What follows belongs to an exercise in optimizing a design on an open flow for small area; a production flow would make more cautious choices. RTL that was checked went through simulation tests only; none was proved equivalent to the original. The clock port is modelled as an ideal driver; clocking choices that lean on that would not hold on a real chip. Power figures rest on the tool's default switching activity, not on a simulated workload.

// arm_fire_controller_core
module arm_fire_controller_core #(
    parameter int PHASE_BITS = afc_pkg::PHASE_BITS_DEF,
    parameter int LEVEL_BITS = afc_pkg::LEVEL_BITS_DEF
) (
    input  wire logic                            i_clk,
    input  wire logic                            i_rst_n,
    input  wire logic                            i_cfg_valid,
    output logic                                 o_cfg_ready,
    input  wire logic [afc_pkg::CFG_IDX_W-1:0]   i_cfg_index,
    input  wire logic [afc_pkg::CFG_DATA_W-1:0]  i_cfg_data,
    input  wire logic                            i_s_tvalid,
    output logic                                 o_s_tready,
    input  wire logic [afc_pkg::IN_DATA_W-1:0]   i_s_tdata,
    output logic                                 o_m_tvalid,
    input  wire logic                            i_m_tready,
    output logic [afc_pkg::OUT_DATA_W-1:0]       o_m_tdata,
    output logic                                 o_m_tlast
);
Settings: LEC_CHECK=0, ABC_AREA=1, CAP_MARGIN=20, CORE_MARGIN=2, CORE_UTILIZATION=60, SLEW_MARGIN=20, BUFFER_PORTS_ARGS=-buffer_cell sky130_fd_sc_hd__buf_1, CTS_ARGS=-sink_clustering_enable -repair_clock_nets -root_buf sky130_fd_sc_hd__clkbuf_16 -buf_list sky130_fd_sc_hd__clkbuf_4 -dont_use_dummy_load, POST_CTS_TCL=/design/flow/flow/post_cts.tcl; clock period 20.0 ns.
standard.sh (not shown) runs the stock make flow with config.mk's settings and CLKGATE_MAP_FILE= SYNTH_SCRIPT=/design/flow/synth_recipe.tcl, a recipe that flattens the netlist after the stock synthesis.
==> flow/flow/run.sh <==
#!/bin/bash
# Own flow: the standard flow (standard.sh, unchanged synthesis) with
#  - buf_1 as the port buffer,
#  - a clock tree of clkbuf_4 leaves under a clkbuf_16 root, no dummy loads,
#  - after CTS, leaves that drive more than 9 sinks upsized to clkbuf_8
#    (flow/post_cts.tcl) to keep flip-flop clock slew low.
# All tool output: standard.log here, and ORFS's own logs under orfs/logs.
set -euo pipefail
cp standard.sh standard.sh.txt
cat >> config.mk <<EOT
export BUFFER_PORTS_ARGS = -buffer_cell sky130_fd_sc_hd__buf_1
export CTS_ARGS = -sink_clustering_enable -repair_clock_nets -root_buf sky130_fd_sc_hd__clkbuf_16 -buf_list sky130_fd_sc_hd__clkbuf_4 -dont_use_dummy_load
export POST_CTS_TCL = $PWD/flow/post_cts.tcl
EOT
bash standard.sh > standard.log 2>&1
==> flow/flow/post_cts.tcl <==
# Upsize clock leaf buffers with a large fanout, then legalize again.
set big [[ord::get_db] findMaster sky130_fd_sc_hd__clkbuf_8]
set n 0
foreach inst [[ord::get_db_block] getInsts] {
  if {[[$inst getMaster] getName] ne "sky130_fd_sc_hd__clkbuf_4"} { continue }
  set fo 0
  foreach it [$inst getITerms] {
    if {[$it isOutputSignal] && [$it getNet] ne "NULL"} {
      set fo [expr {[llength [[$it getNet] getITerms]] - 1}]
    }
  }
  if {$fo > 9} {
    $inst swapMaster $big
    incr n
  }
}
puts "post_cts: upsized $n clock leaf buffers to clkbuf_8"
if {$n > 0} {
  detailed_placement
  check_placement -verbose
  estimate_parasitics -placement
}
The baseline produced a clean layout.
Rerun with:
--- a/flow/design.v
+++ b/flow/design.v
@@ -69,14 +69,15 @@
         if (cfg_we[0]) r_startup_ms  <= cfg_mix(STARTUP_MS_RST);
         if (cfg_we[1]) r_firing_ms   <= cfg_mix(FIRING_MS_RST);
         if (cfg_we[2]) r_debounce_ms <= cfg_mix(DEBOUNCE_MS_RST);
         if (cfg_we[3]) r_blink_ms    <= cfg_mix({6'd0, BLINK_MS_RST}) & 16'h03FF;
         if (cfg_we[4]) r_phase_step  <= cfg_mix({3'd0, PHASE_STEP_RST}) & 16'h1FFF;
     end
     logic [1:0]  r_mode;
+    logic        r_blink;
     logic [15:0] r_since;       
     logic [15:0] r_pt;          
     logic [9:0]  r_bt;
     logic        r_z;           
     logic [5:0]  r_cnt;
     logic        r_cs, r_ges, r_cp, r_gep, r_cb, r_geb;
     logic [3:0]  r_acl;
@@ -134,15 +135,15 @@
     logic [1:0] w0;
     assign trig      = press && r_ges && !(r_cs && deb_all1);
     assign fire_go   = trig && armed;
     assign pdone     = r_gep;
     assign bdone     = r_geb;
     assign keep_arm  = armed && !sw && !fire_go;
     assign new_firing = fire_go || (r_mode == MODE_FIRING && !pdone);
-    assign new_blink  = fire_go || (bdone ^ r_lvl[0]);
+    assign new_blink  = fire_go || (bdone ^ r_blink);
     assign clr_pt    = fire_go || (r_mode == MODE_READY) ||
                        (pdone && (r_mode == MODE_STARTUP || r_mode == MODE_FIRING));
     assign clr_bt    = (r_mode != MODE_FIRING) || bdone || pdone;
     assign set_since = trig || r_cs;
     always_comb begin
         new_mode = r_mode;
         w0       = 2'd0;
@@ -269,28 +270,31 @@
             r_cb <= (!d_k & s_k) | (!d_k & r_cb) | (s_k & r_cb);
         end
         if (acc_init) begin
             r_acl <= neg ? tab_d[3:0] : 4'd0;
         end else begin
             r_acl <= acc_sum[4:1];
         end
-        if (acc_init && armed) begin
+        if (acc_init) begin
             r_lvl <= neg ? tab_d[11:4] : 8'd0;
-        end else if (run && ((armed && mult) || strm) && (armed || r_cnt[4])) begin
+        end else if (run && (mult || strm)) begin
             r_lvl <= {(strm ? lvl_in : acc_sum[12]), acc_sum[11:5]};
         end
         if (!i_rst_n) begin
             r_mode <= MODE_STARTUP;
             r_ov   <= 1'b0;
         end else if (run && acc_cyc) begin
             r_mode <= new_mode;
             r_ov   <= 1'b1;
         end else if (r_ov && i_m_tready && r_w != 2'd3) begin
             r_ov   <= 1'b0;
         end
+        if (run && acc_cyc) begin
+            r_blink <= new_blink;
+        end
         if (!i_rst_n) begin
             r_w     <= 2'd3;
         end else if (run && acc_cyc) begin
             r_w     <= w0;
         end else if (r_ov && i_m_tready && r_w == 2'd3) begin
             r_w     <= 2'd1;
         end else if (p1 && k == 4'd15) begin
What happened: Power came out higher by 1.2%. Synthesized area came out lower by 1.5%. Wire length came out lower by 1.5%. Worst setup slack degrades by 120 ps. Worst hold slack improves by 7.6 ps. Design area came out lower by 1.2%. Non-clock buffer count came out higher by 1. Cell count came out lower by 2.3%. Clock-buffer cell count is unchanged. Combinational power came out higher by 7.1%.
No functional check of the RTL was part of any run of this note.

========
== lane 1 ==
arm_fire_controller_core, a different RTL version from the one above (not shown whole).
Size in the first run: roughly 750 cells after synthesis, ~140 flip-flops, roughly 0.0074 mm² of cells after synthesis.
## arm_fire_controller_core
module arm_fire_controller_core #(
    parameter int PHASE_BITS = afc_pkg::PHASE_BITS_DEF,
    parameter int LEVEL_BITS = afc_pkg::LEVEL_BITS_DEF
) (
    input  wire logic                            i_clk,
    input  wire logic                            i_rst_n,
    input  wire logic                            i_cfg_valid,
    output logic                                 o_cfg_ready,
    input  wire logic [afc_pkg::CFG_IDX_W-1:0]   i_cfg_index,
    input  wire logic [afc_pkg::CFG_DATA_W-1:0]  i_cfg_data,
    input  wire logic                            i_s_tvalid,
    output logic                                 o_s_tready,
    input  wire logic [afc_pkg::IN_DATA_W-1:0]   i_s_tdata,
    output logic                                 o_m_tvalid,
    input  wire logic                            i_m_tready,
    output logic [afc_pkg::OUT_DATA_W-1:0]       o_m_tdata,
    output logic                                 o_m_tlast
);
==> flow/config.mk <==
export PLATFORM = sky130hd
export DESIGN_NAME = arm_fire_controller_core
export DESIGN_NICKNAME = arm_fire_controller_core
export VERILOG_FILES = /design/flow/design.v
export SDC_FILE = /design/flow/constraint.sdc
export NUM_CORES = 4
export LEC_CHECK = 0
export ABC_AREA = 1
export CAP_MARGIN = 20
export CORE_MARGIN = 2
export CORE_UTILIZATION = 60
export SLEW_MARGIN = 20
export BUFFER_PORTS_ARGS = -buffer_cell sky130_fd_sc_hd__buf_1
export CTS_ARGS = -sink_clustering_enable -repair_clock_nets -root_buf sky130_fd_sc_hd__clkbuf_16 -buf_list sky130_fd_sc_hd__clkbuf_4 -dont_use_dummy_load
export POST_CTS_TCL = /design/flow/flow/post_cts.tcl
==> flow/constraint.sdc <==
create_clock -name core_clock -period 20.0 [get_ports {i_clk}]
set_input_delay 4.0000 -clock core_clock [delete_from_list [all_inputs] [get_ports {i_clk}]]
set_output_delay 4.0000 -clock core_clock [all_outputs]
set_load 0.01 [all_outputs]
Scripts as last shown in full above: flow/flow/run.sh, flow/flow/post_cts.tcl
Inputs modified between lane 1 and lane 2:
diff --git a/flow/design.v b/flow/design.v
--- a/flow/design.v
+++ b/flow/design.v
@@ -69,15 +69,14 @@
         if (cfg_we[0]) r_startup_ms  <= cfg_mix(STARTUP_MS_RST);
         if (cfg_we[1]) r_firing_ms   <= cfg_mix(FIRING_MS_RST);
         if (cfg_we[2]) r_debounce_ms <= cfg_mix(DEBOUNCE_MS_RST);
         if (cfg_we[3]) r_blink_ms    <= cfg_mix({6'd0, BLINK_MS_RST}) & 16'h03FF;
         if (cfg_we[4]) r_phase_step  <= cfg_mix({3'd0, PHASE_STEP_RST}) & 16'h1FFF;
     end
     logic [1:0]  r_mode;
-    logic        r_blink;
     logic [15:0] r_since;       
     logic [15:0] r_pt;          
     logic [9:0]  r_bt;
     logic        r_z;           
     logic [5:0]  r_cnt;
     logic        r_cs, r_ges, r_cp, r_gep, r_cb, r_geb;
     logic [3:0]  r_acl;
@@ -134,15 +133,15 @@
     logic [1:0] w0;
     assign trig      = press && r_ges && !(r_cs && deb_all1);
     assign fire_go   = trig && armed;
     assign pdone     = r_gep;
     assign bdone     = r_geb;
     assign keep_arm  = armed && !sw && !fire_go;
     assign new_firing = fire_go || (r_mode == MODE_FIRING && !pdone);
-    assign new_blink  = fire_go || (bdone ^ r_blink);
+    assign new_blink  = fire_go || (bdone ^ r_lvl[0]);
     assign clr_pt    = fire_go || (r_mode == MODE_READY) ||
                        (pdone && (r_mode == MODE_STARTUP || r_mode == MODE_FIRING));
     assign clr_bt    = (r_mode != MODE_FIRING) || bdone || pdone;
     assign set_since = trig || r_cs;
     always_comb begin
         new_mode = r_mode;
         w0       = 2'd0;
@@ -274,30 +273,29 @@
             r_cb <= (!d_k & s_k) | (!d_k & r_cb) | (s_k & r_cb);
         end
         if (acc_init) begin
             r_acl <= neg ? tab_d[3:0] : 4'd0;
         end else begin
             r_acl <= acc_sum[4:1];
         end
-        if (acc_init) begin
+        if (acc_init && armed) begin
             r_lvl <= neg ? tab_d[11:4] : 8'd0;
-        end else if (run && (mult || strm)) begin
+        end else if (run && ((armed && mult) || strm) && (armed || r_cnt[4])) begin
             r_lvl <= {(strm ? lvl_in : acc_sum[12]), acc_sum[11:5]};
         end
         if (!i_rst_n) begin
             r_mode <= MODE_STARTUP;
             r_ov   <= 1'b0;
         end else if (run && acc_cyc) begin
             r_mode <= new_mode;
             r_ov   <= 1'b1;
         end else if (r_ov && i_m_tready && r_w != 2'd3) begin
             r_ov   <= 1'b0;
         end
         if (run && acc_cyc) begin
-            r_blink <= new_blink;
             r_w     <= w0;
         end else if (r_ov && i_m_tready && r_w == 2'd3) begin
             r_w     <= 2'd1;
         end
     end
     logic [2:0] msg;
     always_comb begin
[summary]
For the fraction of power spent switching nets, lane 2 came in 0.58 points higher than lane 1 did. Lane 2 vs lane 1 — global-route usage rose 0.64 points. Lane 1 → lane 2: total number of tap cells went up by 4; combinational share of power increased 0.6 points; worst setup slack has increased; simple logic cell fraction of the synthesized area moved up; area occupied by multi-input gates increased 9.6%. Lane 2 vs lane 1: via count up by a few percent. Diff lane 1 -> lane 2: clock power has decreased; portion of total power attributed to the clock network has decreased; cell area after technology mapping has increased.
The RTL of lane 2 was laid out without a check of its function.

-- port drivers added, routing unchanged --
The results above use ideal ports. As a check the final layouts listed here were re-extracted and re-timed, cells and wires unchanged. Step 1 sets driving cells, clkbuf_16 on the clock port and buf_2 on the other inputs (assumed; they add their load-dependent delay and slew). Step 2 also shifts input and output timing later by t, the mid clock arrival at the registers, as if the neighbouring blocks saw the same clock. a / b / c = ideal ports / drivers / drivers and shift; a / b = the first two.
run | t (ns) | slack for setup (ns) | worst register clock-pin slew, ns | worst data-port slew with drivers (ns)
the first run of note 1 | 0.397 | 12.782 / 12.782 / 12.782 | 0.10 / 0.10 | 0.03
the second run of note 1 | 0.401 | 12.661 / 12.661 / 12.661 | 0.10 / 0.10 | 0.04
lane 1 | 0.402 | 12.259 / 12.259 / 12.259 | 0.09 / 0.09 | 0.03
lane 2 | 0.402 | 12.774 / 12.774 / 12.774 | 0.11 / 0.11 | 0.04
After both steps every run listed still meets setup and hold.
